Background: an optimization exercise with open tools, aiming at small area, a short achievable clock period and few clock cycles per item. Do not read the settings as production practice. Where RTL was checked, it was by simulation tests only, not by an equivalence proof against the original. No functional check of the RTL was part of run 7. Power figures rest on the tool's default switching activity, not on a simulated workload.

File: flow/config.mk
export PLATFORM = sky130hd
export DESIGN_NAME = lru_key_value_cache
export DESIGN_NICKNAME = lru_key_value_cache
export VERILOG_FILES = /design/flow/design.v
export SDC_FILE = /design/flow/constraint.sdc
export NUM_CORES = 4
export LEC_CHECK = 0
export CAP_MARGIN = 20
export CORE_MARGIN = 2
export CORE_UTILIZATION = 60
export CTS_CLUSTER_DIAMETER = 60
export CTS_CLUSTER_SIZE = 24
export SETUP_SLACK_MARGIN = 4.0
export SLEW_MARGIN = 20
File: flow/constraint.sdc
create_clock -name core_clock -period 6.5 [get_ports {clk}]
set_input_delay 1.3000 -clock core_clock [delete_from_list [all_inputs] [get_ports {clk}]]
set_output_delay 1.3000 -clock core_clock [all_outputs]
set_load 0.01 [all_outputs]
File: flow/design.v
`default_nettype none
package lkvc_pkg;
  localparam int MAX_ENTRIES_DEF = 16;
  localparam int KEY_W = 32;
  localparam int VAL_W = 32;
  localparam int CAP_W = 5;
  localparam logic [CAP_W-1:0] CAP_RESET = 5'd16;
  localparam logic OP_GET = 1'b0;
  localparam logic OP_PUT = 1'b1;
  localparam logic [VAL_W-1:0] MISS_VALUE = 32'hFFFF_FFFF;
  localparam logic [VAL_W-1:0] PUT_VALUE = 32'h0000_0000;
endpackage
`default_nettype wire
`default_nettype none
import lkvc_pkg::*;
module lru_key_value_cache #(
  parameter int MAX_ENTRIES = MAX_ENTRIES_DEF
) (
  input  wire                     clk,
  input  wire                     rst_n,
  input  wire                     start,
  output logic                    busy,
  input  wire                     in_opcode,
  input  wire  signed [KEY_W-1:0] in_key,
  input  wire  signed [VAL_W-1:0] in_value,
  output logic                    out_strobe,
  output logic                    out_hit,
  output logic signed [VAL_W-1:0] out_read_value,
  input  wire                     cfg_we,
  input  wire         [CAP_W-1:0] cfg_wdata
);
  localparam int N = MAX_ENTRIES;
  logic [CAP_W-1:0] cap_r;
  logic [N-1:0]     valid_r;      
  logic             full_r;
  logic             s1_vld_r;
  logic             s1_op_r;
  logic [KEY_W-1:0] s1_key_r;
  logic [VAL_W-1:0] s1_val_r;
  logic [N-1:0]     s1_eq_r;      
  logic             s1_same_r;    
  logic [N-1:0]     wr_prev_r;    
  logic             s2_vld_r;
  logic             s2_op_r;
  logic [KEY_W-1:0] s2_key_r;
  logic [VAL_W-1:0] s2_val_r;
  logic [N-1:0]     s2_match_r;   
  logic             s2_found_r;   
  logic [KEY_W-1:0] key_r [N];
  logic [VAL_W-1:0] val_r [N];
  logic             newer_r [N][N];
  logic             res_vld_r;
  logic             res_hit_r;
  logic [VAL_W-1:0] res_val_r;
  assign busy = 1'b0;
  logic [N-1:0]     cap_sel;
  logic [VAL_W-1:0] rd_val;
  always_comb begin
    for (int i = 0; i < N; i++) begin
      cap_sel[i] = (cap_r == CAP_W'(i + 1)) || (i == 0 && cap_r == '0) ||
                   (i == N - 1 && cap_r > CAP_W'(N));
    end
    rd_val = '0;
    for (int i = 0; i < N; i++) begin
      rd_val = rd_val | (val_r[i] & {VAL_W{s2_match_r[i]}});
    end
  end
  logic [N-1:0] victim_r;       
  logic [N-1:0] valid, free, miss_slot, slot, upd, wr;
  logic         s2_put, s2_wrote, s2_putmiss, do_ins;
  always_comb begin
    valid = valid_r;
    for (int i = 0; i < N; i++) begin
      free[i] = !valid_r[i] && ((i == 0) ? 1'b1 : valid_r[i-1]);
    end
    miss_slot = full_r ? victim_r : free;
    s2_put     = s2_op_r == OP_PUT;
    s2_wrote   = s2_vld_r && s2_put;
    s2_putmiss = s2_wrote && !s2_found_r;
    do_ins     = s2_putmiss && !full_r;
    slot = s2_found_r ? s2_match_r : miss_slot;
    upd  = slot & {N{s2_vld_r && (s2_found_r || s2_put)}};
    wr   = slot & {N{s2_wrote}};
  end
  logic [N-1:0] valid_nxt, second, victim_nxt;
  logic         newer_nxt [N][N];
  logic         full_nxt, victim_used;
  always_comb begin
    for (int i = 0; i < N; i++) begin
      for (int j = i + 1; j < N; j++) begin
        newer_nxt[i][j] = upd[i] || (newer_r[i][j] && !upd[j]);
      end
    end
    valid_nxt = do_ins ? {valid_r[N-2:0], 1'b1} : valid_r;
    full_nxt  = |(valid_nxt & cap_sel);
    for (int i = 0; i < N; i++) begin
      logic v;
      v = valid_r[i] && !victim_r[i];
      for (int j = 0; j < N; j++) begin
        if (j < i) begin
          v = v && (newer_r[j][i] || victim_r[j]);
        end else if (j > i) begin
          v = v && (!valid_r[j] || !newer_r[i][j] || victim_r[j]);
        end
      end
      second[i] = v;
    end
    victim_used = |(upd & victim_r);
    if (victim_used) begin
      victim_nxt = second | (victim_r & {N{!valid_r[1]}});
    end else begin
      victim_nxt = victim_r | (upd & {N{!valid_r[0]}});
    end
  end
  logic [N-1:0] s0_eq;
  logic         s0_same;
  always_comb begin
    for (int i = 0; i < N; i++) begin
      s0_eq[i] = key_r[i] == in_key;
    end
    s0_same = in_key == s2_key_r;
  end
  logic [N-1:0] s1_eq, s1_keep, s1_match, s1_match_fix;
  logic         s1_same, s1_found, s1_fwd;
  always_comb begin
    s1_eq = (s1_eq_r & ~wr_prev_r) | (wr_prev_r & {N{s1_same_r}});
    for (int i = 0; i < N; i++) begin
      s1_keep[i] = valid[i] && !(s2_putmiss && miss_slot[i]);
    end
    s1_match = s1_eq & s1_keep;
    s1_same  = (s1_key_r == s2_key_r);
    s1_fwd   = s2_wrote && s1_same;
    s1_found = s1_fwd || (|s1_match);
    s1_match_fix = s1_fwd ? slot : s1_match;
  end
  always_ff @(posedge clk) begin
    if (!rst_n) begin
      s1_vld_r  <= 1'b0;
      s2_vld_r  <= 1'b0;
      res_vld_r <= 1'b0;
      cap_r     <= CAP_RESET;
      valid_r   <= '0;
      full_r    <= 1'b0;
      victim_r  <= '0;
    end else begin
      s1_vld_r  <= start;
      s2_vld_r  <= s1_vld_r;
      res_vld_r <= s2_vld_r;
      if (cfg_we) begin
        cap_r <= cfg_wdata;
      end
      valid_r <= valid_nxt;
      full_r <= full_nxt;
      victim_r <= victim_nxt;
    end
  end
  always_ff @(posedge clk) begin
    s1_op_r    <= in_opcode;
    s1_key_r   <= in_key;
    s1_val_r   <= in_value;
    s1_eq_r    <= s0_eq;
    s1_same_r  <= s0_same;
    wr_prev_r  <= wr;
    s2_op_r    <= s1_op_r;
    s2_key_r   <= s1_key_r;
    s2_val_r   <= s1_val_r;
    s2_match_r <= s1_match_fix;
    s2_found_r <= s1_found;
    for (int i = 0; i < N; i++) begin
      if (wr[i]) begin
        val_r[i] <= s2_val_r;
      end
      if (wr[i] && !s2_found_r) begin
        key_r[i] <= s2_key_r;
      end
      for (int j = i + 1; j < N; j++) begin
        newer_r[i][j] <= newer_nxt[i][j];
      end
    end
    res_hit_r <= s2_found_r;
    if (s2_put) begin
      res_val_r <= PUT_VALUE;
    end else if (s2_found_r) begin
      res_val_r <= rd_val;
    end else begin
      res_val_r <= MISS_VALUE;
    end
  end
  assign out_strobe     = res_vld_r;
  assign out_hit        = res_hit_r;
  assign out_read_value = res_val_r;
endmodule
`default_nettype wire
File: flow/flow/run.sh
#!/bin/bash
# Standard layout, with clock tree synthesis told not to add dummy loads and
# the port buffers started from the smallest buffer.
set -euo pipefail
export CTS_ARGS="-sink_clustering_enable -repair_clock_nets -dont_use_dummy_load -sink_clustering_size 24 -sink_clustering_max_diameter 60"
export BUFFER_PORTS_ARGS="-buffer_cell sky130_fd_sc_hd__buf_1"
bash standard.sh > standard.log 2>&1
File: flow/standard.sh
#!/bin/bash
# synth_recipe.tcl (not shown) runs the flow's synth.tcl, then flattens the netlist and writes it again
# the make line also repeats each setting of config.mk as NAME=value (left out here)
make -C /OpenROAD-flow-scripts/flow DESIGN_CONFIG=/design/flow/config.mk WORK_HOME=/design/flow/orfs CLKGATE_MAP_FILE= SYNTH_SCRIPT=/design/flow/synth_recipe.tcl "${@:-finish}"
==> results.ini, run 1 <==
[cts]
clock_path_buffers=3
cts_root_buffer=sky130_fd_sc_hd__clkbuf_16
htree_levels=3
clk_transition_reported_paths_ns=0.08
holdBufCountCts=0
cts_made_buffers=95
cts.sinks=1398
clkLatencyLatePin_ns=0.70
tritoncts=built

[synthesis]
synth_async_sr_flop_share_pct=0
ys_seq_elements=1398
synthDominantAreaCellType=sky130_fd_sc_hd__edfxtp_1
syn_inst=3588
ys_top_cells_by_area=sky130_fd_sc_hd__edfxtp_1 (58%), sky130_fd_sc_hd__dfxtp_1 (14%), sky130_fd_sc_hd__xor2_1 (9.4%)
seq_area_frac_synth_pct=72.6
synth_edf_count=1024
dominantRegCellSynth=sky130_fd_sc_hd__edfxtp_1
mappedNetlistNets=3662
synth.cells.most_frequent=sky130_fd_sc_hd__edfxtp_1 (1024), sky130_fd_sc_hd__xor2_1 (563), sky130_fd_sc_hd__dfxtp_1 (374), sky130_fd_sc_hd__nand2_1 (319), sky130_fd_sc_hd__a22oi_1 (230)
synth_area_um2=52600
yosys.cell_count.top_type=sky130_fd_sc_hd__edfxtp_1
yosys.area.top_type_share_pct=58.4
ys_types=69
yosysWarningCount=5
syn_avg_cell_area_um2=14.7

[cells_and_area]
seq_area_um2=38300
fillerInstances=6130
layout-area-overhead-vs-synth_pct=10.2
finalNetCount=3793
drive_above_1_share_pct=11.9
total_area_of_multi_input_combinational_cells_um2=14000

[min_path]
worstHoldPathCells=0
min-delay-start=s1_val_r[11]$_DFF_P_
holdPathEnd=s2_val_r[11]$_DFF_P_
min-delay-path-class=reg -> reg

[drt]
vias=32300
routed_wirelength_mm=158
antenna_violation_net_count_after_detailed_routing=0
drt_pass1_iterations=9
vias_per_cell=6.62
drcViolationCount=0
wl_per_cell_um=32.4
first_drt_iteration_drcs=4146

[timing]
setup_viol=0
max_slew_margin_pct=31.3
worst_pin_slew_ns=1.03
fin_worst_skew_ns=0.0692
finalHoldViolCount=0
post-route-min-period_ns=2.56
report.final.slew_viol_count=0
grt_setup_unrepaired=true
post_route_hold_slack_ns=0.302
clock.fmax_mhz=391
min_period_over_period_pct=39.3
final.setup.tns_ns=0

[setup_path]
crit_chain=buf_2, buf_4, xor2_1, nor4_1, nand4_1, nor2_1
crit_required_ns=7.12
startpoint_type=input port
critPathKind=in -> reg
r2r_cells=9
crit-reg2reg-capture=s2_match_r[14]$_DFF_P_
critical_path_peak_fanout=10
r2r_start=s2_key_r[18]$_DFF_P_
r2r_setup_slack_ns=4.03
cpMaxStageDelayCell=sky130_fd_sc_hd__nand4_1
arrival_ns=3.17
worst_path_largest_cell_delay_ns=0.44
end_kind=flip-flop

[grt]
grt_util_all_layers_pct=34.9
global_route_wire_length_before_repair_mm=223
antenna_found_initial=5
via_count_of_the_first_global_routing_pass=31300
global_route_overflow=0
largest_net_degree_at_the_start_of_global_routing=40

[pwr]
power.share.switching_pct=21.0
totalPowerFinal_mw=15.7
static-leakage-power_nw=19.9
power_per_cell_area_nw_per_um2=271
power_switching_mw=3.30
share_seq_of_total_power_pct=62.2
clkPwrFrac_pct=34.0
combinationalPowerShare_pct=3.9
power_report.internal_total_mw=12.4
worst_ir_drop_vdd_mv=0.266

[die]
die_height_um=300
dieArea_um2=90100
fp.dieW_um=300
rows=108
boundaryPins=109
initial_cell_density_of_the_core_pct=60.6
core_um2=86900

[placed_design]
post-dp-hpwl_mm=86.8
gpl.final_weighted_congestion=0.938
port_buffer_cells=107

[job]
cap_viol_max_count=0

[status]
status=complete, no violations

flip-flops by register name, summed over array words and instances, names as in the netlist, 32 cells and up:
signal / flops
val_r: 512
s2_val_r: 32
res_val_r: 32
s1_key_r: 32
key_r: 512
s2_key_r: 32
s1_val_r: 32
newer_r: 120
worst max-delay path by stage:
stage                      startpoint                      end  slack [ns]  cells past startpoint
2_1_floorplan       full_r$_SDFF_PN0_    val_r[4][0]$_DFFE_PP_        3.57                      5
3_3_place_gp          s2_op_r$_DFF_P_   s2_match_r[14]$_DFF_P_        2.83                      5
3_5_place_dp                in_key[1]       s1_eq_r[7]$_DFF_P_        3.02                      6
4_1_cts               s2_op_r$_DFF_P_   victim_r[0]$_SDFF_PN0_        3.93                      6
5_1_grt        s2_match_r[13]$_DFF_P_  victim_r[13]$_SDFF_PN0_        3.96                      8
6_report                   in_key[10]      s1_eq_r[10]$_DFF_P_        3.94                      6
through the flow:
stage | utilization [%] | instance area, um^2 | cells | setup slack (ns)
floorplan | - | 52800 | 3588 | 3.57
global placement | 62.9 | 54700 | 4738 | 2.83
detailed placement | 62.9 | 54700 | 4739 | 3.02
CTS | 66.4 | 57700 | 4858 | 3.93
global route | 66.8 | 58000 | 4872 | 3.96
finish | 66.8 | 58000 | 4874 | 3.94
kinds of logic after synthesis:
| kind of cell | share of synthesized area [%] |
|---|---|
| XOR/XNOR | 9.60 |
| flip-flops | 72.6 |
| other | 0.00712 |
| AND/OR/NAND/NOR | 7.68 |
| multiplexers | 1.21 |
| buffers and inverters | 1.69 |
| AO/OA/AOI/OAI | 7.18 |
timing repair:
item                                    in CTS  in global routing
gates cloned                                 9                  2
gates resized for setup                    137                 61
hold endpoints to repair                     0                  0
buffers inserted                            15                 12
endpoints found under the setup margin    1214                280
pin swaps                                   17                 10
power groups by stage:
stage / clock network (mW) / logic [mW] / registers (mW)
CTS: 5.38 / 0.591 / 9.76
global placement: 0 / 0.568 / 9.95
floorplan: 0 / 0.293 / 9.95
finish: 5.34 / 0.606 / 9.76
detailed placement: 0 / 0.573 / 9.96
global route: 5.67 / 0.632 / 9.78
layout make-up:
class / count / share of cell area [%]
Inverter: 11 / 0.0819
Antenna cell: 2 / 0.00862
Timing Repair Buffer: 244 / 3.10
Tap cell: 1155 / 2.49
Clock buffer: 95 / 4.10
Multi-Input combinational cell: 1969 / 24.2
Sequential cell: 1398 / 66.0
placed cells by master, fill, tap and decap left out, types with 70 or more instances in the layout:
cell                        instances
sky130_fd_sc_hd__a22oi_1          230
sky130_fd_sc_hd__nor2_1            89
sky130_fd_sc_hd__xor2_1           563
sky130_fd_sc_hd__edfxtp_1        1024
sky130_fd_sc_hd__buf_4            102
sky130_fd_sc_hd__dfxtp_1          334
sky130_fd_sc_hd__clkbuf_16         97
sky130_fd_sc_hd__nor4_1           141
sky130_fd_sc_hd__buf_1             70
sky130_fd_sc_hd__nand4_1           80
sky130_fd_sc_hd__nand2_1          318
routing by layer:
metal / global-route usage [%] / up-vias / share of wire (%)
met1: 46.1 / 16300 / 37
met4: 13.1 / 4 / 4.2
met5: 0 / - / 0.017
met3: 5.58 / 390 / 9.6
li1: - / 13600 / -
met2: 58.7 / 1943 / 49
worst max-delay path: cells and delay by family:
| kind | cells | cell delay (ns) |
|---|---|---|
| and+or+nand+nor | 3 | 0.95 |
| xor gates and xnor gates | 1 | 0.17 |
| buffers and inverters | 2 | 0.74 |
Testbench counts, summed over its fixed seeds: cycles 16,048, items 16,000.
==> run 2: changes to the inputs <==
--- a/flow/config.mk
+++ b/flow/config.mk
@@ -5,10 +5,10 @@
 export SDC_FILE = /design/flow/constraint.sdc
 export NUM_CORES = 4
 export LEC_CHECK = 0
-export CAP_MARGIN = 20
+export CAP_MARGIN = 10
 export CORE_MARGIN = 2
 export CORE_UTILIZATION = 60
 export CTS_CLUSTER_DIAMETER = 60
 export CTS_CLUSTER_SIZE = 24
 export SETUP_SLACK_MARGIN = 4.0
-export SLEW_MARGIN = 20
+export SLEW_MARGIN = 10
==> run 2 against run 1 <==
  * Still clean on timing, DRC and antenna
  * Routed wire length grew 0.39%
  * Critical path depth grew 1
  * Die area is the same
  * Worst hold slack lost 0.0054 ns
  * Worst setup slack lost 0.025 ns
  * Cell area grew 0.19%
  * Sequential power is essentially flat
  * Clock power grew 1%
  * Sequential share of layout area shrank 0.13 points
  * Register-to-register slack lost 0.11 ns
  * Final cell count is essentially flat
  * Largest power group unchanged
  * Highest routed layer unchanged
==> results.ini, run 2 <==
[status]
status=complete, no violations

[drt]
wl_per_cell_um=32.5  ; +0.34%
first_drt_iteration_drcs=4158  ; +0.29%
antenna_violation_net_count_after_detailed_routing=0  ; unchanged
vias=32200  ; -0.12%
vias_per_cell=6.61  ; -0.16%
drt_pass1_iterations=6  ; -3
drcViolationCount=0  ; unchanged
routed_wirelength_mm=158  ; +0.39%

[setup_path]
timing.critical_path.to=victim_r[9]$_SDFF_PN0_
arrival_ns=3.13  ; -0.04 ns
worst_path_largest_cell_delay_ns=0.61  ; +0.17 ns
r2r_start=valid_r[9]$_SDFF_PN0_
crit-reg2reg-capture=victim_r[9]$_SDFF_PN0_
r2r_cells=7  ; -2
cp.buffers_inverters=1  ; -1
crit_required_ns=7.05  ; -0.07 ns
cpMaxStageDelayCell=sky130_fd_sc_hd__dfxtp_1
crit_family=simple AND/OR/NAND/NOR gates
r2r_setup_slack_ns=3.92  ; -0.11 ns
crit_chain=nor2b_1, buf_4, nor3b_1, nand4_1, a211oi_2, mux2i_2, a221oi_2
critical_path_peak_fanout=10  ; unchanged
timing.critical_path.depth=7  ; +1
end_kind=flip-flop
startpoint_type=flip-flop
critical_path.startpoint=valid_r[9]$_SDFF_PN0_
critPathKind=reg -> reg

[synthesis]
mappedNetlistNets=3662  ; unchanged
synth_area_um2=52600  ; unchanged
synth.cells.most_frequent=sky130_fd_sc_hd__edfxtp_1 (1024), sky130_fd_sc_hd__xor2_1 (563), sky130_fd_sc_hd__dfxtp_1 (374), sky130_fd_sc_hd__nand2_1 (319), sky130_fd_sc_hd__a22oi_1 (230)
seq_area_frac_synth_pct=72.6  ; unchanged
syn_avg_cell_area_um2=14.7  ; unchanged
yosysWarningCount=5  ; unchanged
ys_top_cells_by_area=sky130_fd_sc_hd__edfxtp_1 (58%), sky130_fd_sc_hd__dfxtp_1 (14%), sky130_fd_sc_hd__xor2_1 (9.4%)
yosys.area.top_type_share_pct=58.4  ; unchanged
synthDominantAreaCellType=sky130_fd_sc_hd__edfxtp_1
syn_inst=3588  ; unchanged
ys_seq_elements=1398  ; unchanged
dominantRegCellSynth=sky130_fd_sc_hd__edfxtp_1
synth_async_sr_flop_share_pct=0  ; unchanged
synth_edf_count=1024  ; unchanged
ys_types=69  ; unchanged
yosys.cell_count.top_type=sky130_fd_sc_hd__edfxtp_1

[cts]
cts_root_buffer=sky130_fd_sc_hd__clkbuf_16
htree_levels=3  ; unchanged
holdBufCountCts=0  ; unchanged
clock_path_buffers=3  ; unchanged
tritoncts=built
cts_made_buffers=97  ; +2.1%
clk_transition_reported_paths_ns=0.09  ; about the same
clkLatencyLatePin_ns=0.71  ; about the same
cts.sinks=1398  ; unchanged

[placed_design]
gpl.final_weighted_congestion=0.938  ; unchanged
dpl_cell_area_um2=54700  ; about the same
port_buffer_cells=107  ; unchanged
placedCellCount=4738  ; -0.021%
post-dp-hpwl_mm=86.8  ; about the same

[die]
initial_cell_density_of_the_core_pct=60.6  ; unchanged
core_um2=86900  ; unchanged
rows=108  ; unchanged
boundaryPins=109  ; unchanged
fp.dieW_um=300  ; unchanged
dieArea_um2=90100  ; unchanged
die_height_um=300  ; unchanged

[timing]
min_period_over_period_pct=39.7  ; +0.39 points
finalHoldViolCount=0  ; unchanged
fin_worst_skew_ns=0.0705  ; +0.00130 ns
setup_viol=0  ; unchanged
final.setup.tns_ns=0  ; unchanged
worst_pin_slew_ns=1.06  ; +0.0310 ns
post-route-min-period_ns=2.58  ; +0.0252 ns
max_slew_margin_pct=29.3  ; -2.0 points
report.final.slew_viol_count=0  ; unchanged
clock.fmax_mhz=387  ; -0.98%
grt_setup_unrepaired=true
post_route_hold_slack_ns=0.296  ; -0.00544 ns

[cells_and_area]
seq_area_um2=38300  ; about the same
layout-area-overhead-vs-synth_pct=10.4
total_area_of_multi_input_combinational_cells_um2=14000  ; -0.16%
mostFrequentLayoutCell=sky130_fd_sc_hd__edfxtp_1
drive_above_1_share_pct=11.7  ; -0.17 points
fillerInstances=6118  ; -0.20%
finalInstanceArea_um2=58100  ; +0.19%
finalNetCount=3796  ; +0.079%
most_used_cells_in_the_layout_excluding_fill_and_tap_cells=sky130_fd_sc_hd__edfxtp_1 (1024), sky130_fd_sc_hd__xor2_1 (563), sky130_fd_sc_hd__dfxtp_1 (337)
layout_top_registers=key_r x512, val_r x512, newer_r x120
post_layout_nonfiller_instances=4876  ; +0.041%

[min_path]
min-delay-path-class=reg -> reg

[grt]
global_route_wire_length_before_repair_mm=225  ; +0.95%
via_count_of_the_first_global_routing_pass=31600  ; +1.0%
grt_util_all_layers_pct=35.2  ; +0.30 points
global_route_overflow=0  ; unchanged
antenna_found_initial=5  ; unchanged
largest_net_degree_at_the_start_of_global_routing=40  ; unchanged

[pwr]
static-leakage-power_nw=20.0  ; +0.21%
power_per_cell_area_nw_per_um2=271  ; +0.24%
worst_ir_drop_vdd_mv=0.255  ; -3.9%

[job]
cap_viol_max_count=0  ; unchanged

## run 2: cell counts after synthesis
No cell type changed its count.
## run 2: cell type report
type	instances	area share [%]
clock buffers	97	4.17
diodes	1	0.00430
flip-flops and latches	1398	65.9
multi-input cells	1968	24.1
repair buffers	246	3.25
well taps	1155	2.49
inverters	11	0.0775
## run 2: worst register-to-register path: cells and delay by family, from the launching register on
family                 cells  cell delay [ns]
AOI/OAI and AO/OA          2             0.66
buffers and inverters      1             0.25
DFF                        1             0.61
muxes                      1             0.14
and+or+nand+nor            3             0.82
## run 2: how the worst min path moves through the flow
stage | start | slack (ns) | end | cells after the start
global placement | s1_val_r[8]$_DFF_P_ | 0.31 | s2_val_r[8]$_DFF_P_ | 0
CTS | s1_val_r[28]$_DFF_P_ | 0.31 | s2_val_r[28]$_DFF_P_ | 0
global route | s1_val_r[28]$_DFF_P_ | 0.31 | s2_val_r[28]$_DFF_P_ | 0
detailed placement | s1_val_r[11]$_DFF_P_ | 0.31 | s2_val_r[11]$_DFF_P_ | 0
finish | s1_val_r[28]$_DFF_P_ | 0.30 | s2_val_r[28]$_DFF_P_ | 0
floorplan | s1_op_r$_DFF_P_ | 0.31 | s2_op_r$_DFF_P_ | 0
## run 2: logic make-up (layout without fill, tap and decap cells)
group / count (synthesis) / in the layout / synth area share, %
other: 1 / 2 / 0.00712
AND/OR/NAND/NOR: 823 / 829 / 7.68
buffers and inverters: 228 / 354 / 1.69
multiplexers: 61 / 61 / 1.21
AO/OA/AOI/OAI: 500 / 500 / 7.18
XOR/XNOR: 577 / 577 / 9.60
flip-flops: 1398 / 1398 / 72.6
## run 2: timing repair
item / CTS / global route
cloned: 9 / 1
gates resized for setup: 132 / 65
pin swaps: 18 / 26
setup endpoints to repair: 1210 / 207
setup buffers: 20 / 10
hold endpoints to repair: 0 / 0
## run 2: where the power goes
| group | leakage [nW] | internal (mW) | switching [mW] |
|---|---|---|---|
| clock | 1.20 | 2.63 | 2.78 |
| combinational | 6.47 | 0.182 | 0.423 |
| sequential | 12.3 | 9.65 | 0.117 |
| total | 20.0 | 12.5 | 3.32 |
## run 2: metrics by stage
stage                     setup WS (ns)  power [mW]  utilization (%)
final                              3.92        15.8             66.9
after CTS                          3.93        15.8             66.5
after global routing               3.89        16.2             66.9
after floorplan                    3.57        10.2                -
after global placement             2.83        10.5             62.9
after detailed placement           2.68        10.5             62.9
## run 2: layer usage
layer | up-vias | routed length [um] | track usage, % | share of wire (%)
met5 | - | 27 | 0 | 0.017
met4 | 4 | 7150 | 14.6 | 4.5
met3 | 390 | 14700 | 5.74 | 9.3
met2 | 2001 | 77800 | 58.7 | 49
met1 | 16200 | 58700 | 46.3 | 37
li1 | 13600 | - | - | -
==> run 3: changes to the inputs <==
--- a/flow/config.mk
+++ b/flow/config.mk
@@ -5,10 +5,11 @@
 export SDC_FILE = /design/flow/constraint.sdc
 export NUM_CORES = 4
 export LEC_CHECK = 0
-export CAP_MARGIN = 10
+export CAP_MARGIN = 20
 export CORE_MARGIN = 2
 export CORE_UTILIZATION = 60
 export CTS_CLUSTER_DIAMETER = 60
 export CTS_CLUSTER_SIZE = 24
+export PLACE_DENSITY = 0.72
 export SETUP_SLACK_MARGIN = 4.0
-export SLEW_MARGIN = 10
+export SLEW_MARGIN = 20
==> run 3 against run 2 <==
  * Clock skew is 0.040 ns higher
  * Non-clock buffer count rose by 14
  * Clock power fell by 4.3%
  * Worst setup slack better by 0.047 ns
  * First-iteration DRC count increased by 11%
  * Total power is 1.5% lower
  * Count of clock-buffer cells in the layout is 7 lower
  * Critical path type unchanged
  * Routed wire length increased by 1.2%
  * Sequential power hardly changed
  * Synthesized cell count is the same
==> results.ini, run 3 <==
[cells_and_area]
post_layout_nonfiller_instances=4887  ; +0.23%
most_used_cells_in_the_layout_excluding_fill_and_tap_cells=sky130_fd_sc_hd__edfxtp_1 (1024), sky130_fd_sc_hd__xor2_1 (563), sky130_fd_sc_hd__dfxtp_1 (341)
fillerInstances=5998  ; -2.0%
mostFrequentLayoutCell=sky130_fd_sc_hd__edfxtp_1
drive_above_1_share_pct=11.5  ; -0.25 points
layout_top_registers=key_r x512, val_r x512, newer_r x120
layout-area-overhead-vs-synth_pct=10.2
finalNetCount=3806  ; +0.26%

[timing]
post-route-min-period_ns=2.53  ; -0.0473 ns
max_slew_margin_pct=30.9  ; +1.5 points
finalHoldViolCount=0  ; unchanged
setup_viol=0  ; unchanged
grt_setup_unrepaired=true
min_period_over_period_pct=39.0  ; -0.73 points
clock.fmax_mhz=395  ; +1.9%
finalWorstSetupSlack_ns=3.97  ; +0.0473 ns
worst_pin_slew_ns=1.04  ; -0.0241 ns
report.final.slew_viol_count=0  ; unchanged
fin_worst_skew_ns=0.110  ; +0.0399 ns
final.setup.tns_ns=0  ; unchanged

[drt]
first_drt_iteration_drcs=4599  ; +11%
met3WireLength_mm=17.3  ; +17%
wl_met2_mm=76.2  ; -2.1%
wl_per_cell_um=32.8  ; +0.92%
vias=32800  ; +1.8%
routed_wirelength_mm=160  ; +1.2%
route.top_layer_used=met4
antenna_violation_net_count_after_detailed_routing=0  ; unchanged
drcViolationCount=0  ; unchanged
drt_pass1_iterations=9  ; +3
met1_length_mm=58.5  ; -0.44%
vias_per_cell=6.71  ; +1.5%

[synthesis]
synth_area_um2=52600  ; unchanged
syn_inst=3588  ; unchanged
synthAdderAreaFrac_pct=0  ; unchanged
synth_top_family_by_area=XOR/XNOR gates
synth_edf_count=1024  ; unchanged
ys_types=69  ; unchanged
synth_compound_area_share_pct=7.18  ; unchanged
mappedNetlistNets=3662  ; unchanged
synth.cells.most_frequent=sky130_fd_sc_hd__edfxtp_1 (1024), sky130_fd_sc_hd__xor2_1 (563), sky130_fd_sc_hd__dfxtp_1 (374), sky130_fd_sc_hd__nand2_1 (319), sky130_fd_sc_hd__a22oi_1 (230)
synth_xor_area_share_pct=9.60  ; unchanged
yosys.cell_count.top_type=sky130_fd_sc_hd__edfxtp_1
synthDominantAreaCellType=sky130_fd_sc_hd__edfxtp_1
dominantRegCellSynth=sky130_fd_sc_hd__edfxtp_1
yosysWarningCount=5  ; unchanged
seq_area_frac_synth_pct=72.6  ; unchanged
synth_async_sr_flop_share_pct=0  ; unchanged
ys_top_cells_by_area=sky130_fd_sc_hd__edfxtp_1 (58%), sky130_fd_sc_hd__dfxtp_1 (14%), sky130_fd_sc_hd__xor2_1 (9.4%)
yosys.area_share.simple_pct=7.68  ; unchanged
yosys.area.top_type_share_pct=58.4  ; unchanged
ys_seq_elements=1398  ; unchanged
syn_avg_cell_area_um2=14.7  ; unchanged
synth.area.mux_share_pct=1.21  ; unchanged

[cts]
cts_root_buffer=sky130_fd_sc_hd__clkbuf_16
holdBufCountCts=0  ; unchanged
htree_levels=3  ; unchanged
clkLatencyLatePin_ns=0.70  ; about the same
clock_path_buffers=3  ; unchanged
tritoncts=built
clk_transition_reported_paths_ns=0.08  ; about the same
cts_made_buffers=90  ; -7.2%
cts.sinks=1398  ; unchanged

[die]
core_um2=86900  ; unchanged
fp.dieW_um=300  ; unchanged
rows=108  ; unchanged
boundaryPins=109  ; unchanged
die_height_um=300  ; unchanged
initial_cell_density_of_the_core_pct=60.6  ; unchanged
dieArea_um2=90100  ; unchanged

[setup_path]
critPathKind=reg -> reg
worst_path_largest_cell_delay_ns=0.62  ; about the same
cp.buffers_inverters=1  ; unchanged
crit_chain=nor2b_1, buf_4, a22o_1, a2111oi_1, nand4_1, mux2i_1, o221a_1
arrival_ns=3.09  ; -0.04 ns
end_kind=flip-flop
crit_family=compound AO/OA/AOI/OAI gates
cpMaxStageDelayCell=sky130_fd_sc_hd__dfxtp_2
startpoint_type=flip-flop
crit_required_ns=7.05  ; about the same
critical_path_peak_fanout=10  ; unchanged

[grt]
global_route_wire_length_before_repair_mm=226  ; +0.27%
largest_net_degree_at_the_start_of_global_routing=40  ; unchanged
antenna_found_initial=4  ; -1
via_count_of_the_first_global_routing_pass=31800  ; +0.65%
global_route_overflow=0  ; unchanged
grt_util_all_layers_pct=35.2  ; -0.054 points

[pwr]
totalPowerFinal_mw=15.5  ; -1.5%
worst_ir_drop_vdd_mv=0.238  ; -6.6%
power_per_cell_area_nw_per_um2=268  ; -1.3%
static-leakage-power_nw=19.9  ; -0.40%

[status]
status=complete, no violations

[placed_design]
port_buffer_cells=107  ; unchanged
post-dp-hpwl_mm=89.2  ; +2.8%
pre_cts_ws_ns=2.83  ; +0.147 ns
gpl.final_weighted_congestion=0.948  ; +0.98%
placedCellCount=4743  ; +0.11%

[min_path]
min-delay-path-class=reg -> reg

[job]
cap_viol_max_count=0  ; unchanged

[run 3: cell counts after synthesis]
Identical to the previous run, type by type.
[run 3: layout make-up]
type                       instances  area [um^2]  area share [%]
antenna                            2         5.00         0.00863
multi-input combinational       1971        14100            24.2
tap                             1155         1450            2.49
clock buffer                      90         2250            3.88
inverter                          11         52.6          0.0906
timing repair buffer             260         1890            3.26
sequential                      1398        38300            66.0
[run 3: logic make-up after synthesis]
logic type,after synthesis
flip-flops,1398
AND/OR/NAND/NOR,823
XOR/XNOR,577
AO/OA/AOI/OAI,500
buffers and inverters,228
multiplexers,61
other,1
[run 3: where the power goes]
part	switching [mW]	total, mW	internal [mW]
clock	2.72	5.17	2.45
sequential	0.114	9.76	9.65
combinational	0.434	0.610	0.177
[run 3: what timing repair did]
item | 4_1_cts | 5_1_grt
resized for setup | 107 | 54
setup buffers | 16 | 22
setup endpoints to repair | 1211 | 220
hold endpoints to repair | 0 | 0
pin swaps | 18 | 11
gates cloned | 8 | 6
[run 3: metrics by stage]
| stage | instance area (um^2) | hold slack, ns | util (%) |
|---|---|---|---|
| 2_1_floorplan | 52800 | 0.310 | - |
| 3_3_place_gp | 54700 | 0.310 | 62.9 |
| 3_5_place_dp | 54700 | 0.313 | 63.0 |
| 4_1_cts | 57500 | 0.303 | 66.2 |
| 5_1_grt | 58000 | 0.300 | 66.8 |
| 6_report | 58000 | 0.304 | 66.8 |
[run 3: final timing paths]
| check | start | to | slack, ns | cells after the start |
|---|---|---|---|---|
| max | victim_r[9]$_SDFF_PN0_ | victim_r[4]$_SDFF_PN0_ | 3.97 | 7 |
| min | s1_val_r[27]$_DFF_P_ | s2_val_r[27]$_DFF_P_ | 0.30 | 0 |
| max reg2reg | victim_r[9]$_SDFF_PN0_ | victim_r[4]$_SDFF_PN0_ | 3.97 | 7 |
| min reg2reg | s1_val_r[27]$_DFF_P_ | s2_val_r[27]$_DFF_P_ | 0.30 | 0 |
[run 3: worst register-to-register path, cell delays in order, from the launching register on]
cell,delay (ns)
sky130_fd_sc_hd__dfxtp_2,0.62
sky130_fd_sc_hd__nor2b_1,0.13
sky130_fd_sc_hd__buf_4,0.22
sky130_fd_sc_hd__a22o_1,0.25
sky130_fd_sc_hd__a2111oi_1,0.48
sky130_fd_sc_hd__nand4_1,0.34
sky130_fd_sc_hd__mux2i_1,0.22
sky130_fd_sc_hd__o221a_1,0.19
[run 3: metal layers]
metal  up-vias  GRT usage, %
met4         0          16.5
met5         -             0
met2      2281          57.3
met3       443          5.52
li1      13600             -
met1     16500          46.8
==> run 4: changes to the inputs <==
--- a/flow/config.mk
+++ b/flow/config.mk
@@ -10,6 +10,7 @@
 export CORE_UTILIZATION = 60
 export CTS_CLUSTER_DIAMETER = 60
 export CTS_CLUSTER_SIZE = 24
+export GPL_ROUTABILITY_DRIVEN = 0
 export PLACE_DENSITY = 0.72
 export SETUP_SLACK_MARGIN = 4.0
 export SLEW_MARGIN = 20
==> run 4 against run 3 <==
  * Utilization fell by 0.19 points
  * Clock power hardly changed
  * Largest power group unchanged
  * Sequential share of layout area increased by 0.21 points
  * Non-clock buffer count shrank 13
  * Still clean
  * Sequential power barely moved
  * Final cell count fell by 0.35%
==> results.ini, run 4 <==
[drt]
vias=32800  ; -0.16%
routed_wirelength_mm=153  ; -4.8%
drcViolationCount=0  ; unchanged
vias_per_cell=6.73  ; +0.19%
drt_pass1_iterations=9  ; unchanged
wl_per_cell_um=31.3  ; -4.5%
first_drt_iteration_drcs=5120  ; +11%
antenna_violation_net_count_after_detailed_routing=0  ; unchanged

[placed_design]
port_buffer_cells=107  ; unchanged
pre_cts_ws_ns=3.16  ; +0.333 ns
dpl_cell_area_um2=54700  ; -0.16%
post-dp-hpwl_mm=84.0  ; -5.9%

[cts]
htree_levels=3  ; unchanged
holdBufCountCts=0  ; unchanged
cts_root_buffer=sky130_fd_sc_hd__clkbuf_16
clkLatencyLatePin_ns=0.69  ; about the same
clock_path_buffers=3  ; unchanged
cts_made_buffers=91  ; +1.1%
tritoncts=built
cts.sinks=1398  ; unchanged
clk_transition_reported_paths_ns=0.08  ; about the same

[setup_path]
cpMaxStageDelayCell=sky130_fd_sc_hd__dfxtp_1
critical_path_peak_fanout=8  ; -2
cp.buffers_inverters=0  ; -1
crit_family=compound AO/OA/AOI/OAI gates
crit_chain=nor2b_1, o221ai_1, a2111oi_0, nand4_1, mux2i_1, o221a_1
startpoint_type=flip-flop
end_kind=flip-flop
arrival_ns=3.22  ; +0.13 ns
critPathKind=reg -> reg
crit_required_ns=7.11  ; +0.06 ns
worst_path_largest_cell_delay_ns=0.65  ; +0.03 ns

[synthesis]
synth_async_sr_flop_share_pct=0  ; unchanged
synth_top_family_by_area=XOR/XNOR gates
synth.cells.most_frequent=sky130_fd_sc_hd__edfxtp_1 (1024), sky130_fd_sc_hd__xor2_1 (563), sky130_fd_sc_hd__dfxtp_1 (374), sky130_fd_sc_hd__nand2_1 (319), sky130_fd_sc_hd__a22oi_1 (230)
synthDominantAreaCellType=sky130_fd_sc_hd__edfxtp_1
ys_top_cells_by_area=sky130_fd_sc_hd__edfxtp_1 (58%), sky130_fd_sc_hd__dfxtp_1 (14%), sky130_fd_sc_hd__xor2_1 (9.4%)
synth.area.mux_share_pct=1.21  ; unchanged
synth_compound_area_share_pct=7.18  ; unchanged
yosys.area.top_type_share_pct=58.4  ; unchanged
syn_inst=3588  ; unchanged
syn_avg_cell_area_um2=14.7  ; unchanged
synthAdderAreaFrac_pct=0  ; unchanged
yosys.area_share.simple_pct=7.68  ; unchanged
yosys.cell_count.top_type=sky130_fd_sc_hd__edfxtp_1
ys_types=69  ; unchanged
yosysWarningCount=5  ; unchanged
dominantRegCellSynth=sky130_fd_sc_hd__edfxtp_1
seq_area_frac_synth_pct=72.6  ; unchanged
synth_area_um2=52600  ; unchanged
ys_seq_elements=1398  ; unchanged
mappedNetlistNets=3662  ; unchanged
synth_edf_count=1024  ; unchanged
synth_xor_area_share_pct=9.60  ; unchanged

[pwr]
clkPwrFrac_pct=33.4  ; about the same
power.share.switching_pct=20.9  ; -0.18 points
combinationalPowerShare_pct=3.8  ; about the same
power_switching_mw=3.24  ; -0.90%
share_seq_of_total_power_pct=62.8  ; about the same
power_per_cell_area_nw_per_um2=268  ; +0.25%
static-leakage-power_nw=19.8  ; -0.28%
power_report.internal_total_mw=12.3  ; +0.19%
totalPowerFinal_mw=15.5  ; about the same
worst_ir_drop_vdd_mv=0.228  ; -4.4%

[grt]
global_route_overflow=0  ; unchanged
global_route_wire_length_before_repair_mm=218  ; -3.4%
via_count_of_the_first_global_routing_pass=32400  ; +1.8%
grt_util_all_layers_pct=33.6  ; -1.6 points
largest_net_degree_at_the_start_of_global_routing=40  ; unchanged
antenna_found_initial=0  ; -4

[timing]
finalHoldViolCount=0  ; unchanged
clock.fmax_mhz=383  ; -3.0%
report.final.slew_viol_count=0  ; unchanged
setup_viol=0  ; unchanged
final.setup.tns_ns=0  ; unchanged
finalWorstSetupSlack_ns=3.89  ; -0.0782 ns
min_period_over_period_pct=40.2  ; +1.2 points
grt_setup_unrepaired=true
fin_worst_skew_ns=0.0653  ; -0.0452 ns
worst_pin_slew_ns=1.05  ; +0.0186 ns
post-route-min-period_ns=2.61  ; +0.0782 ns
max_slew_margin_pct=29.6  ; -1.3 points

[die]
boundaryPins=109  ; unchanged
core_um2=86900  ; unchanged
fp.dieW_um=300  ; unchanged
initial_cell_density_of_the_core_pct=60.6  ; unchanged
rows=108  ; unchanged
dieArea_um2=90100  ; unchanged
die_height_um=300  ; unchanged

[status]
status=complete, no violations

[cells_and_area]
most_used_cells_in_the_layout_excluding_fill_and_tap_cells=sky130_fd_sc_hd__edfxtp_1 (1024), sky130_fd_sc_hd__xor2_1 (563), sky130_fd_sc_hd__dfxtp_1 (340)
finalNetCount=3790  ; -0.42%
layout_top_registers=key_r x512, val_r x512, newer_r x120
drive_above_1_share_pct=10.7  ; -0.79 points
layout-area-overhead-vs-synth_pct=9.90
finalInstanceArea_um2=57900  ; -0.28%
mostFrequentLayoutCell=sky130_fd_sc_hd__edfxtp_1

[min_path]
min-delay-path-class=reg -> reg

[job]
cap_viol_max_count=0  ; unchanged

==> run 4: changes by cell type in the layout (fill, tap and decap cells not counted), sizes merged <==
cell / before / now
nor2: 117 / 115
clkbuf: 106 / 101
diode: 2 / 1
bufbuf: 0 / 2
or2: 8 / 7
clkinvlp: 2 / 1
buf: 244 / 234
inv: 8 / 9
clkdlybuf4s15: 0 / 1
and2: 19 / 18
==> run 4: cells by family (layout without fill, tap and decap cells) <==
group / after synthesis / after routing
simple gates: 823 / 828
buf+inv: 228 / 349
other cells: 1 / 2
xor+xnor: 577 / 577
mux: 61 / 61
compound gates: 500 / 500
flops: 1398 / 1398
==> run 4: power by group through the flow <==
stage / logic [mW] / registers, mW / clock network, mW
2_1_floorplan: 0.293 / 9.95 / 0
3_3_place_gp: 0.547 / 9.96 / 0
3_5_place_dp: 0.560 / 9.96 / 0
4_1_cts: 0.579 / 9.75 / 5.20
5_1_grt: 0.617 / 9.77 / 5.50
6_report: 0.593 / 9.76 / 5.18
==> run 4: final cells by class <==
| cell class | instances | area [um^2] |
|---|---|---|
| Sequential cell | 1398 | 38300 |
| Fill cell | 5993 | 29000 |
| Multi-Input combinational cell | 1967 | 14000 |
| Clock buffer | 91 | 2280 |
| Timing Repair Buffer | 247 | 1800 |
| Tap cell | 1155 | 1450 |
| Inverter | 11 | 46.3 |
| Antenna cell | 1 | 2.50 |
==> run 4: final timing paths <==
path	depth (start not counted)	slack, ns	start	to
setup / recovery	6	3.89	valid_r[4]$_SDFF_PN0_	victim_r[4]$_SDFF_PN0_
hold / removal	0	0.33	s1_val_r[12]$_DFF_P_	s2_val_r[12]$_DFF_P_
setup reg to reg	6	3.89	valid_r[4]$_SDFF_PN0_	victim_r[4]$_SDFF_PN0_
hold reg to reg	0	0.33	s1_val_r[12]$_DFF_P_	s2_val_r[12]$_DFF_P_
==> run 4: what timing repair did <==
action,CTS,global route
cloned,8,1
hold endpoints to repair,0,0
pin swaps,15,14
resized for setup,89,41
buffers inserted,23,11
setup endpoints to repair,1188,241
==> run 4: through the flow <==
stage	hold WS, ns	util [%]	cells
3_5_place_dp	0.313	62.9	4735
3_3_place_gp	0.310	62.8	4733
5_1_grt	0.334	66.6	4869
6_report	0.327	66.6	4870
2_1_floorplan	0.310	-	3588
4_1_cts	0.327	66.3	4857
==> run 4: per-layer routing <==
layer,vias up,routed length (um),GRT usage [%]
met5,-,0,0
met4,0,9050,16.2
met1,16300,54600,43.3
met3,555,16200,5.88
met2,2327,72700,55.7
li1,13600,-,-
==> run 5: changes to the inputs <==
--- a/flow/config.mk
+++ b/flow/config.mk
@@ -7,10 +7,9 @@
 export LEC_CHECK = 0
 export CAP_MARGIN = 20
 export CORE_MARGIN = 2
-export CORE_UTILIZATION = 60
+export CORE_UTILIZATION = 65
 export CTS_CLUSTER_DIAMETER = 60
 export CTS_CLUSTER_SIZE = 24
-export GPL_ROUTABILITY_DRIVEN = 0
 export PLACE_DENSITY = 0.72
 export SETUP_SLACK_MARGIN = 4.0
 export SLEW_MARGIN = 20
==> run 5 against run 4 <==
  * Count of clock-buffer cells in the layout down 3
  * Maximum frequency up 1.5%
  * Clock power down 2%
  * Total power down 0.38%
  * Routed wire length up 4.1%
  * Global-route usage up 4.4 points
  * Combinational power up 3%
  * Utilization up 5.3 points
  * Die area down 7.6%
  * Worst setup slack better by 0.039 ns
  * Area after synthesis unchanged
  * Critical path type unchanged
  * Highest routed layer is now met5
==> results.ini, run 5 <==
[status]
status=complete, no violations

[cells_and_area]
n_antenna_cell=0  ; -1
finalNetCount=3799  ; +0.24%
layout_top_registers=key_r x512, val_r x512, newer_r x120
most_used_cells_in_the_layout_excluding_fill_and_tap_cells=sky130_fd_sc_hd__edfxtp_1 (1024), sky130_fd_sc_hd__xor2_1 (562), sky130_fd_sc_hd__dfxtp_1 (341)
mostFrequentLayoutCell=sky130_fd_sc_hd__edfxtp_1
total_area_of_multi_input_combinational_cells_um2=14000  ; +0.45%
layout-area-overhead-vs-synth_pct=9.78
fillerInstances=5259  ; -12%
seq_area_um2=38300  ; about the same
drive_above_1_share_pct=11.3  ; +0.59 points

[timing]
max_slew_margin_pct=30.7  ; +1.1 points
grt_setup_unrepaired=true
setup_viol=0  ; unchanged
finalHoldViolCount=0  ; unchanged
finalWorstSetupSlack_ns=3.93  ; +0.0388 ns
min_period_over_period_pct=39.6  ; -0.60 points
worst_pin_slew_ns=1.04  ; -0.0190 ns
post-route-min-period_ns=2.57  ; -0.0388 ns
report.final.slew_viol_count=0  ; unchanged
clock.fmax_mhz=389  ; +1.5%
final.setup.tns_ns=0  ; unchanged
fin_worst_skew_ns=0.0849  ; +0.0196 ns

[setup_path]
crit-reg2reg-capture=victim_r[14]$_SDFF_PN0_
cp.buffers_inverters=0  ; unchanged
crit_family=simple AND/OR/NAND/NOR gates
startpoint_type=flip-flop
r2r_start=victim_r[8]$_SDFF_PN0_
worst_path_largest_cell_delay_ns=0.76  ; +0.11 ns
end_kind=flip-flop
arrival_ns=3.14  ; -0.08 ns
crit_chain=o22ai_1, nor4_1, o2111ai_1, or3_1, a41oi_1, o21a_1
r2r_cells=6  ; unchanged
critPathKind=reg -> reg
r2r_setup_slack_ns=3.93  ; +0.04 ns
critical_path_peak_fanout=11  ; +3
cpMaxStageDelayCell=sky130_fd_sc_hd__dfxtp_1
crit_required_ns=7.07  ; -0.04 ns

[grt]
global_route_wire_length_before_repair_mm=223  ; +2.1%
largest_net_degree_at_the_start_of_global_routing=40  ; unchanged
global_route_overflow=0  ; unchanged
antenna_found_initial=4  ; +4
via_count_of_the_first_global_routing_pass=31600  ; -2.3%
grt_util_all_layers_pct=38.0  ; +4.4 points

[synthesis]
synthDominantAreaCellType=sky130_fd_sc_hd__edfxtp_1
ys_top_cells_by_area=sky130_fd_sc_hd__edfxtp_1 (58%), sky130_fd_sc_hd__dfxtp_1 (14%), sky130_fd_sc_hd__xor2_1 (9.4%)
synth_edf_count=1024  ; unchanged
ys_types=69  ; unchanged
seq_area_frac_synth_pct=72.6  ; unchanged
syn_inst=3588  ; unchanged
ys_seq_elements=1398  ; unchanged
mappedNetlistNets=3662  ; unchanged
synth_async_sr_flop_share_pct=0  ; unchanged
yosys.cell_count.top_type=sky130_fd_sc_hd__edfxtp_1
yosysWarningCount=5  ; unchanged
synth_area_um2=52600  ; unchanged
synth.cells.most_frequent=sky130_fd_sc_hd__edfxtp_1 (1024), sky130_fd_sc_hd__xor2_1 (563), sky130_fd_sc_hd__dfxtp_1 (374), sky130_fd_sc_hd__nand2_1 (319), sky130_fd_sc_hd__a22oi_1 (230)
syn_avg_cell_area_um2=14.7  ; unchanged
yosys.area.top_type_share_pct=58.4  ; unchanged
dominantRegCellSynth=sky130_fd_sc_hd__edfxtp_1

[min_path]
holdPathEnd=s2_val_r[4]$_DFF_P_
worstHoldPathCells=0  ; unchanged
min-delay-start=s1_val_r[4]$_DFF_P_
min-delay-path-class=reg -> reg

[drt]
routed_wirelength_mm=159  ; +4.1%
vias=32700  ; -0.32%
vias_per_cell=6.83  ; +1.5%
first_drt_iteration_drcs=4887  ; -4.6%
antenna_violation_net_count_after_detailed_routing=0  ; unchanged
wl_per_cell_um=33.2  ; +6.0%
drt_pass1_iterations=8  ; -1
drcViolationCount=0  ; unchanged

[cts]
htree_levels=3  ; unchanged
holdBufCountCts=0  ; unchanged
cts.sinks=1398  ; unchanged
cts_root_buffer=sky130_fd_sc_hd__clkbuf_16
clk_transition_reported_paths_ns=0.06  ; -0.02 ns
clock_path_buffers=3  ; unchanged
cts_made_buffers=88  ; -3.3%
clkLatencyLatePin_ns=0.69  ; about the same
tritoncts=built

[pwr]
power_per_cell_area_nw_per_um2=268  ; -0.28%
power_report.internal_total_mw=12.2  ; -0.55%
clkPwrFrac_pct=33.0  ; -0.4 points
static-leakage-power_nw=19.9  ; +0.27%
power.share.switching_pct=21.0  ; +0.13 points
share_seq_of_total_power_pct=63.1  ; +0.3 points
combinationalPowerShare_pct=3.9  ; about the same
worst_ir_drop_vdd_mv=0.274  ; +20%
power_switching_mw=3.25  ; +0.23%

[die]
dieArea_um2=83300  ; -7.6%
initial_cell_density_of_the_core_pct=65.5  ; +4.9 points
rows=104  ; -3.7%
die_height_um=289  ; -3.9%
fp.dieW_um=289  ; -3.9%
boundaryPins=109  ; unchanged
core_um2=80400  ; -7.4%

[placed_design]
post-dp-hpwl_mm=89.4  ; +6.4%
gpl.final_weighted_congestion=0.926
pre_cts_ws_ns=2.81  ; -0.358 ns
port_buffer_cells=107  ; unchanged

[job]
cap_viol_max_count=0  ; unchanged

## run 5: cell count changes in the layout (fill, tap and decap cells not counted), sizes merged
| cell | delta |
|---|---|
| diode | -1 |
| clkbuf | -4 |
| nor2 | +1 |
| clkinvlp | -1 |
| buf | +10 |
| or2 | +1 |
| inv | +1 |
| bufbuf | +1 |
## run 5: power groups by stage
stage               Sequential, mW  Combinational [mW]  Clock [mW]
floorplan                     9.95               0.293           0
finish                        9.76               0.608        5.10
detailed placement            9.96               0.569           0
CTS                           9.76               0.589        5.12
global placement              9.95               0.559           0
global route                  9.77               0.628        5.42
## run 5: layout make-up
| class | instances | area share (%) |
|---|---|---|
| Sequential cell | 1398 | 66.3 |
| Multi-Input combinational cell | 1969 | 24.3 |
| Clock buffer | 88 | 3.81 |
| Timing Repair Buffer | 257 | 3.29 |
| Tap cell | 1060 | 2.29 |
| Inverter | 11 | 0.0779 |
## run 5: routing by layer
metal,wire length [um],up-vias,GRT usage [%]
met1,57100,16400,49.2
met2,76900,2200,63.1
met4,8740,2,17.9
li1,-,13600,-
met5,13,-,0
met3,16000,432,6.62
## run 5: worst reg2reg max path, stage by stage (launching register included)
cell                        delay, ns
sky130_fd_sc_hd__dfxtp_1         0.76
sky130_fd_sc_hd__o22ai_1         0.18
sky130_fd_sc_hd__nor4_1          0.51
sky130_fd_sc_hd__o2111ai_1       0.27
sky130_fd_sc_hd__or3_1           0.43
sky130_fd_sc_hd__a41oi_1         0.24
sky130_fd_sc_hd__o21a_1          0.14
## run 5: cell families after synthesis
group	Yosys count	synth area share, %
DFF	1398	72.6
and+or+nand+nor	823	7.68
xor gates and xnor gates	577	9.60
AOI/OAI and AO/OA	500	7.18
buffers and inverters	228	1.69
muxes	61	1.21
other	1	0.00712
## run 5: repair_timing
| action | in CTS | in global routing |
|---|---|---|
| gates cloned | 12 | 0 |
| resized for setup | 132 | 41 |
| pin swaps | 27 | 10 |
| setup buffers | 24 | 6 |
| endpoints found under the setup margin | 1225 | 112 |
## run 5: how the worst max path moves through the flow
| stage | start | endpoint | slack, ns | depth (start not counted) |
|---|---|---|---|---|
| detailed placement | in_key[4] | s1_eq_r[10]$_DFF_P_ | 2.81 | 6 |
| finish | victim_r[8]$_SDFF_PN0_ | victim_r[14]$_SDFF_PN0_ | 3.93 | 6 |
| global placement | s2_op_r$_DFF_P_ | s2_match_r[14]$_DFF_P_ | 2.79 | 5 |
| floorplan | full_r$_SDFF_PN0_ | val_r[4][0]$_DFFE_PP_ | 3.57 | 5 |
| global route | victim_r[8]$_SDFF_PN0_ | victim_r[14]$_SDFF_PN0_ | 3.92 | 6 |
| CTS | s2_key_r[27]$_DFF_P_ | s2_match_r[7]$_DFF_P_ | 3.97 | 9 |
## run 5: per-stage QoR
| step | utilization [%] | power (mW) | hold WS, ns | cell area (um^2) | cells |
|---|---|---|---|---|---|
| after floorplan | - | 10.2 | 0.310 | 52800 | 3588 |
| after detailed placement | 67.9 | 10.5 | 0.312 | 54600 | 4653 |
| after global routing | 71.9 | 15.8 | 0.337 | 57800 | 4783 |
| after global placement | 67.9 | 10.5 | 0.310 | 54600 | 4652 |
| final | 71.9 | 15.5 | 0.327 | 57800 | 4783 |
| after CTS | 71.6 | 15.5 | 0.326 | 57600 | 4777 |
==> run 6: changes to the inputs <==
--- a/flow/config.mk
+++ b/flow/config.mk
@@ -7,7 +7,7 @@
 export LEC_CHECK = 0
 export CAP_MARGIN = 20
 export CORE_MARGIN = 2
-export CORE_UTILIZATION = 65
+export CORE_UTILIZATION = 55
 export CTS_CLUSTER_DIAMETER = 60
 export CTS_CLUSTER_SIZE = 24
 export PLACE_DENSITY = 0.72
==> run 6 against run 5 <==
  * Largest cell class unchanged
  * Worst hold slack got worse by 0.019 ns
  * Maximum frequency increased by 2.9%
  * Synthesized cell count unchanged
  * Still clean on timing, DRC and antenna
  * Total power increased by 0.26%
  * Non-clock buffer count decreased by 23
  * Global-route usage decreased by 8.0 points
==> results.ini, run 6 <==
[status]
status=complete, no violations

[cts]
cts_root_buffer=sky130_fd_sc_hd__clkbuf_16
cts.sinks=1398  ; unchanged
clock_path_buffers=3  ; unchanged
clkLatencyLatePin_ns=0.69  ; about the same
tritoncts=built
cts_made_buffers=90  ; +2.3%
holdBufCountCts=0  ; unchanged
clk_transition_reported_paths_ns=0.08  ; +0.02 ns
htree_levels=3  ; unchanged

[setup_path]
r2r_start=victim_r[10]$_SDFF_PN0_
cp.buffers_inverters=0  ; unchanged
crit_chain=nor2b_1, o221ai_1, nor4_1, a221oi_1, a211oi_2
critPathKind=reg -> reg
timing.critical_path.depth=5  ; -1
startpoint_type=flip-flop
crit_family=simple AND/OR/NAND/NOR gates
crit_required_ns=7.07  ; about the same
r2r_setup_slack_ns=4.00  ; +0.07 ns
worst_path_largest_cell_delay_ns=0.87  ; +0.11 ns
timing.critical_path.to=victim_r[10]$_SDFF_PN0_
arrival_ns=3.07  ; -0.07 ns
critical_path.startpoint=victim_r[10]$_SDFF_PN0_
crit-reg2reg-capture=victim_r[10]$_SDFF_PN0_
cpMaxStageDelayCell=sky130_fd_sc_hd__nor2b_1
end_kind=flip-flop
r2r_cells=5  ; -1
critical_path_peak_fanout=12  ; +1

[synthesis]
synthAdderAreaFrac_pct=0  ; unchanged
seq_area_frac_synth_pct=72.6  ; unchanged
mappedNetlistNets=3662  ; unchanged
yosys.cell_count.top_type=sky130_fd_sc_hd__edfxtp_1
syn_inst=3588  ; unchanged
synth_top_family_by_area=XOR/XNOR gates
synth_xor_area_share_pct=9.60  ; unchanged
ys_top_cells_by_area=sky130_fd_sc_hd__edfxtp_1 (58%), sky130_fd_sc_hd__dfxtp_1 (14%), sky130_fd_sc_hd__xor2_1 (9.4%)
synth_async_sr_flop_share_pct=0  ; unchanged
synth_area_um2=52600  ; unchanged
synth_compound_area_share_pct=7.18  ; unchanged
synth.cells.most_frequent=sky130_fd_sc_hd__edfxtp_1 (1024), sky130_fd_sc_hd__xor2_1 (563), sky130_fd_sc_hd__dfxtp_1 (374), sky130_fd_sc_hd__nand2_1 (319), sky130_fd_sc_hd__a22oi_1 (230)
synthDominantAreaCellType=sky130_fd_sc_hd__edfxtp_1
yosys.area.top_type_share_pct=58.4  ; unchanged
yosys.area_share.simple_pct=7.68  ; unchanged
dominantRegCellSynth=sky130_fd_sc_hd__edfxtp_1
synth.area.mux_share_pct=1.21  ; unchanged
ys_types=69  ; unchanged
syn_avg_cell_area_um2=14.7  ; unchanged
ys_seq_elements=1398  ; unchanged
yosysWarningCount=5  ; unchanged
synth_edf_count=1024  ; unchanged

[die]
dieArea_um2=98200  ; +18%
rows=113  ; +8.7%
die_height_um=313  ; +8.6%
core_um2=94900  ; +18%
boundaryPins=109  ; unchanged
initial_cell_density_of_the_core_pct=55.5  ; -10 points
fp.dieW_um=313  ; +8.6%

[placed_design]
port_buffer_cells=107  ; unchanged
gpl.final_weighted_congestion=0.950  ; +2.5%
post-dp-hpwl_mm=81.1  ; -9.2%
pre_cts_ws_ns=3.17  ; +0.363 ns

[drt]
drt_pass1_iterations=8  ; unchanged
vias_per_cell=6.46  ; -5.4%
vias=32100  ; -1.8%
wl_per_cell_um=30.2  ; -9.1%
routed_wirelength_mm=150  ; -5.6%
antenna_violation_net_count_after_detailed_routing=0  ; unchanged
first_drt_iteration_drcs=4941  ; +1.1%
drcViolationCount=0  ; unchanged

[cells_and_area]
layout_top_registers=key_r x512, val_r x512, newer_r x120
fillerInstances=6927  ; +32%
most_used_cells_in_the_layout_excluding_fill_and_tap_cells=sky130_fd_sc_hd__edfxtp_1 (1024), sky130_fd_sc_hd__xor2_1 (563), sky130_fd_sc_hd__dfxtp_1 (338)
layout-area-overhead-vs-synth_pct=9.79  ; about the same
finalNetCount=3776  ; -0.61%
mostFrequentLayoutCell=sky130_fd_sc_hd__edfxtp_1
drive_above_1_share_pct=10.8  ; -0.50 points
n_antenna_cell=0  ; unchanged

[timing]
max_slew_margin_pct=29.6  ; -1.1 points
grt_setup_unrepaired=false
setup_viol=0  ; unchanged
min_period_over_period_pct=38.5  ; -1.1 points
report.final.slew_viol_count=0  ; unchanged
fin_worst_skew_ns=0.0696  ; -0.0153 ns
finalWorstSetupSlack_ns=4.00  ; +0.0716 ns
post-route-min-period_ns=2.50  ; -0.0716 ns
final.setup.tns_ns=0  ; unchanged
finalHoldViolCount=0  ; unchanged
post_route_hold_slack_ns=0.308  ; -0.0190 ns
worst_pin_slew_ns=1.05  ; +0.0184 ns
clock.fmax_mhz=400  ; +2.9%

[grt]
global_route_wire_length_before_repair_mm=213  ; -4.5%
global_route_overflow=0  ; unchanged
via_count_of_the_first_global_routing_pass=30700  ; -3.0%
antenna_found_initial=4  ; unchanged
largest_net_degree_at_the_start_of_global_routing=40  ; unchanged
grt_util_all_layers_pct=30.0  ; -8.0 points

[job]
cap_viol_max_count=0  ; unchanged

[min_path]
min-delay-path-class=reg -> reg
min-delay-start=s1_op_r$_DFF_P_

[pwr]
static-leakage-power_nw=19.7  ; -0.71%
worst_ir_drop_vdd_mv=0.217  ; -21%
power_per_cell_area_nw_per_um2=268  ; +0.25%

## run 6: cell counts after synthesis
No cell type changed its count.
## run 6: per-layer routing
layer / global-route usage (%) / vias to the layer above / share of wire (%)
met1: 41.1 / 16000 / 38
met3: 4.94 / 377 / 11
met4: 10.7 / 2 / 4.0
met5: 0 / - / 0.0087
met2: 48.8 / 2112 / 47
li1: - / 13500 / -
## run 6: per-stage QoR
step | utilization, % | cells | power, mW | instance area (um^2)
detailed placement | 57.8 | 4850 | 10.5 | 54800
global placement | 57.8 | 4849 | 10.5 | 54800
CTS | 60.6 | 4949 | 15.5 | 57500
global route | 60.9 | 4965 | 15.9 | 57800
floorplan | - | 3588 | 10.2 | 52800
finish | 60.9 | 4965 | 15.5 | 57800
## run 6: repair_timing
item	4_1_cts	5_1_grt
cloned	4	2
buffers inserted	5	14
endpoints found under the setup margin	1197	474
gates resized for setup	90	51
pin swaps	6	6
## run 6: cells by family after synthesis
logic type      Yosys count
xor+xnor                577
simple gates            823
flops                  1398
compound gates          500
other cells               1
buf+inv                 228
mux                      61
## run 6: worst min-delay path by stage
stage,endpoint,slack (ns),cells past startpoint
3_3_place_gp,s2_val_r[18]$_DFF_P_,0.31,0
5_1_grt,s2_op_r$_DFF_P_,0.31,0
4_1_cts,s2_op_r$_DFF_P_,0.31,0
3_5_place_dp,s2_val_r[25]$_DFF_P_,0.31,0
2_1_floorplan,s2_op_r$_DFF_P_,0.31,0
6_report,s2_op_r$_DFF_P_,0.31,0
## run 6: cell type report
cell class / count / area, um^2 / share of cell area, %
Tap cell: 1265 / 1580 / 2.74
Multi-Input combinational cell: 1967 / 14000 / 24.1
Clock buffer: 90 / 2250 / 3.90
Sequential cell: 1398 / 38300 / 66.3
Inverter: 11 / 56.3 / 0.0974
Timing Repair Buffer: 234 / 1640 / 2.84
## run 6: worst reg2reg max path: cells and delay by family, from the launching register on
| kind | cells | cell delay [ns] |
|---|---|---|
| AOI/OAI and AO/OA | 3 | 0.68 |
| and+or+nand+nor | 2 | 1.29 |
| DFF | 1 | 0.44 |
## run 6: where the power goes
group	switching, mW	total [mW]	internal (mW)	leakage [nW]
sequential	0.121	9.77	9.65	12.3
combinational	0.408	0.581	0.173	6.33
clock	2.72	5.16	2.45	1.11
total	3.24	15.5	12.3	19.7
==> run 7: changes to the inputs <==
--- a/flow/design.v
+++ b/flow/design.v
@@ -168,10 +168,8 @@
     s2_found_r <= s1_found;
     for (int i = 0; i < N; i++) begin
       if (wr[i]) begin
+        key_r[i] <= s2_key_r;
         val_r[i] <= s2_val_r;
-      end
-      if (wr[i] && !s2_found_r) begin
-        key_r[i] <= s2_key_r;
       end
       for (int j = i + 1; j < N; j++) begin
         newer_r[i][j] <= newer_nxt[i][j];
--- a/flow/config.mk
+++ b/flow/config.mk
@@ -7,7 +7,7 @@
 export LEC_CHECK = 0
 export CAP_MARGIN = 20
 export CORE_MARGIN = 2
-export CORE_UTILIZATION = 55
+export CORE_UTILIZATION = 60
 export CTS_CLUSTER_DIAMETER = 60
 export CTS_CLUSTER_SIZE = 24
 export PLACE_DENSITY = 0.72
==> run 7 against run 6 <==
  * Synthesized cell count hardly changed
  * Utilization is 6.4 points higher
  * Sequential power hardly changed
  * Cell area is 1.0% higher
  * Critical path type is now in -> reg
  * Critical endpoint is now s1_eq_r[11]$_DFF_P_
==> results.ini, run 7 <==
[grt]
global_route_wire_length_before_repair_mm=226  ; +6.2%
via_count_of_the_first_global_routing_pass=31500  ; +2.8%
antenna_found_initial=2  ; -2

[cells_and_area]
postLayoutCoreUtil_pct=67.3  ; +6.4 points
mostFrequentLayoutCell=sky130_fd_sc_hd__edfxtp_1
finalInstanceArea_um2=58400  ; +1.0%
drive_above_1_share_pct=11.7  ; +0.88 points
layout_top_registers=key_r x512, val_r x512, newer_r x120
finalNetCount=3815  ; +1.0%

[synthesis]
yosys.area.top_type_share_pct=58.5  ; +0.13 points
ys_types=62  ; -10%
synthAdderAreaFrac_pct=0  ; unchanged
syn_inst=3586  ; -0.056%
synth_top_family_by_area=XOR/XNOR gates
synthDominantAreaCellType=sky130_fd_sc_hd__edfxtp_1
yosysWarningCount=5  ; unchanged
yosys.area_share.simple_pct=7.63  ; -0.052 points
seq_area_frac_synth_pct=72.8  ; +0.16 points
synth_async_sr_flop_share_pct=0  ; unchanged
synth.cells.most_frequent=sky130_fd_sc_hd__edfxtp_1 (1024), sky130_fd_sc_hd__xor2_1 (545), sky130_fd_sc_hd__dfxtp_1 (374), sky130_fd_sc_hd__nand2_1 (313), sky130_fd_sc_hd__a22oi_1 (227)
yosys.cell_count.top_type=sky130_fd_sc_hd__edfxtp_1
synth.area.mux_share_pct=0.981  ; -0.23 points
dominantRegCellSynth=sky130_fd_sc_hd__edfxtp_1
synth_area_um2=52500  ; -0.22%

[status]
status=complete, no violations

[die]
boundaryPins=109  ; unchanged
die_height_um=300  ; -4.3%
fp.dieW_um=300  ; -4.3%
dieArea_um2=89900  ; -8.4%

[timing]
setup_viol=0  ; unchanged
fin_worst_skew_ns=0.0800  ; +0.0105 ns
clock.fmax_mhz=388  ; -3.0%

[min_path]
min-delay-path-class=reg -> reg
min-delay-start=s1_op_r$_DFF_P_

[drt]
vias=33000  ; +3.0%
wl_per_cell_um=33.0  ; +9.2%
antenna_violation_net_count_after_detailed_routing=0  ; unchanged
first_drt_iteration_drcs=5322  ; +7.7%
drt_pass1_iterations=6  ; -2

[setup_path]
critical_path.startpoint=in_key[7]
startpoint_type=input port
critPathKind=in -> reg
crit_required_ns=7.06  ; about the same

[cts]
cts.sinks=1398  ; unchanged
clk_transition_reported_paths_ns=0.08  ; about the same

[placed_design]
dpl_cell_area_um2=54700  ; -0.30%

[pwr]
power_per_cell_area_nw_per_um2=270  ; +0.52%
worst_ir_drop_vdd_mv=0.235  ; +8.6%
static-leakage-power_nw=20.0  ; +1.1%

==> run 7: logic make-up after synthesis <==
family | after synthesis
DFF | 1398
xor gates and xnor gates | 576
and+or+nand+nor | 815
AOI/OAI and AO/OA | 511
buffers and inverters | 236
muxes | 49
other | 1
==> run 7: report_power, final <==
group          internal (mW)  switching [mW]  total, mW  leakage [nW]
sequential              9.65           0.124       9.77          12.3
combinational          0.183           0.412      0.595          6.47
clock                   2.60            2.79       5.39          1.18
==> run 7: path summary, 6_finish.rpt <==
check,end,slack (ns),cells past startpoint
setup / recovery,s1_eq_r[11]$_DFF_P_,3.92,6
hold / removal,s2_op_r$_DFF_P_,0.33,0
setup reg to reg,victim_r[3]$_SDFF_PN0_,3.94,6
hold reg to reg,s2_op_r$_DFF_P_,0.33,0
==> run 7: timing repair <==
action,CTS,global route
resized for setup,116,51
cloned,6,6
setup endpoints to repair,1221,196
pin swaps,16,6
buffers inserted,33,15
endpoints found under the hold margin,0,0
hold buffers,0,0
==> run 7: through the flow <==
step                      power, mW  cells
after floorplan                10.2   3586
after global placement         10.5   4734
after detailed placement       10.5   4738
after CTS                      15.7   4873
after global routing           16.1   4894
final                          15.8   4895
==> run 7: layer usage <==
| metal | track usage, % | wire length [um] | vias to the layer above | part of all wire [%] |
|---|---|---|---|---|
| met3 | 8.14 | 22400 | 316 | 14 |
| met5 | 0 | 0 | - | 0 |
| met1 | 51.0 | 61300 | 16600 | 38 |
| met2 | 53.5 | 72500 | 2524 | 45 |
| li1 | - | - | 13600 | - |
| met4 | 11.0 | 5080 | 0 | 3.1 |
==> run 7: area by class of cell <==
type	count	area, um^2
sequential	1398	38300
fill	6039	28400
multi-input combinational	1957	14000
clock buffer	96	2400
timing repair buffer	278	2230
tap	1155	1450
inverter	10	41.3
antenna	1	2.50
==> run 7: critical path, stage by stage <==
cell and delay, ns:
sky130_fd_sc_hd__buf_2 0.28, sky130_fd_sc_hd__buf_4 0.34, sky130_fd_sc_hd__xor2_1 0.12, sky130_fd_sc_hd__nor4_1 0.61, sky130_fd_sc_hd__nand4_1 0.24, sky130_fd_sc_hd__nor2_1 0.23

Setup slack of run 7, layout unchanged: 3.922 ns with ideal ports, 3.939 ns with driving cells assumed (clock clkbuf_16, inputs buf_2), 3.225 ns with port delays also shifted by the 0.744 ns mid clock arrival.
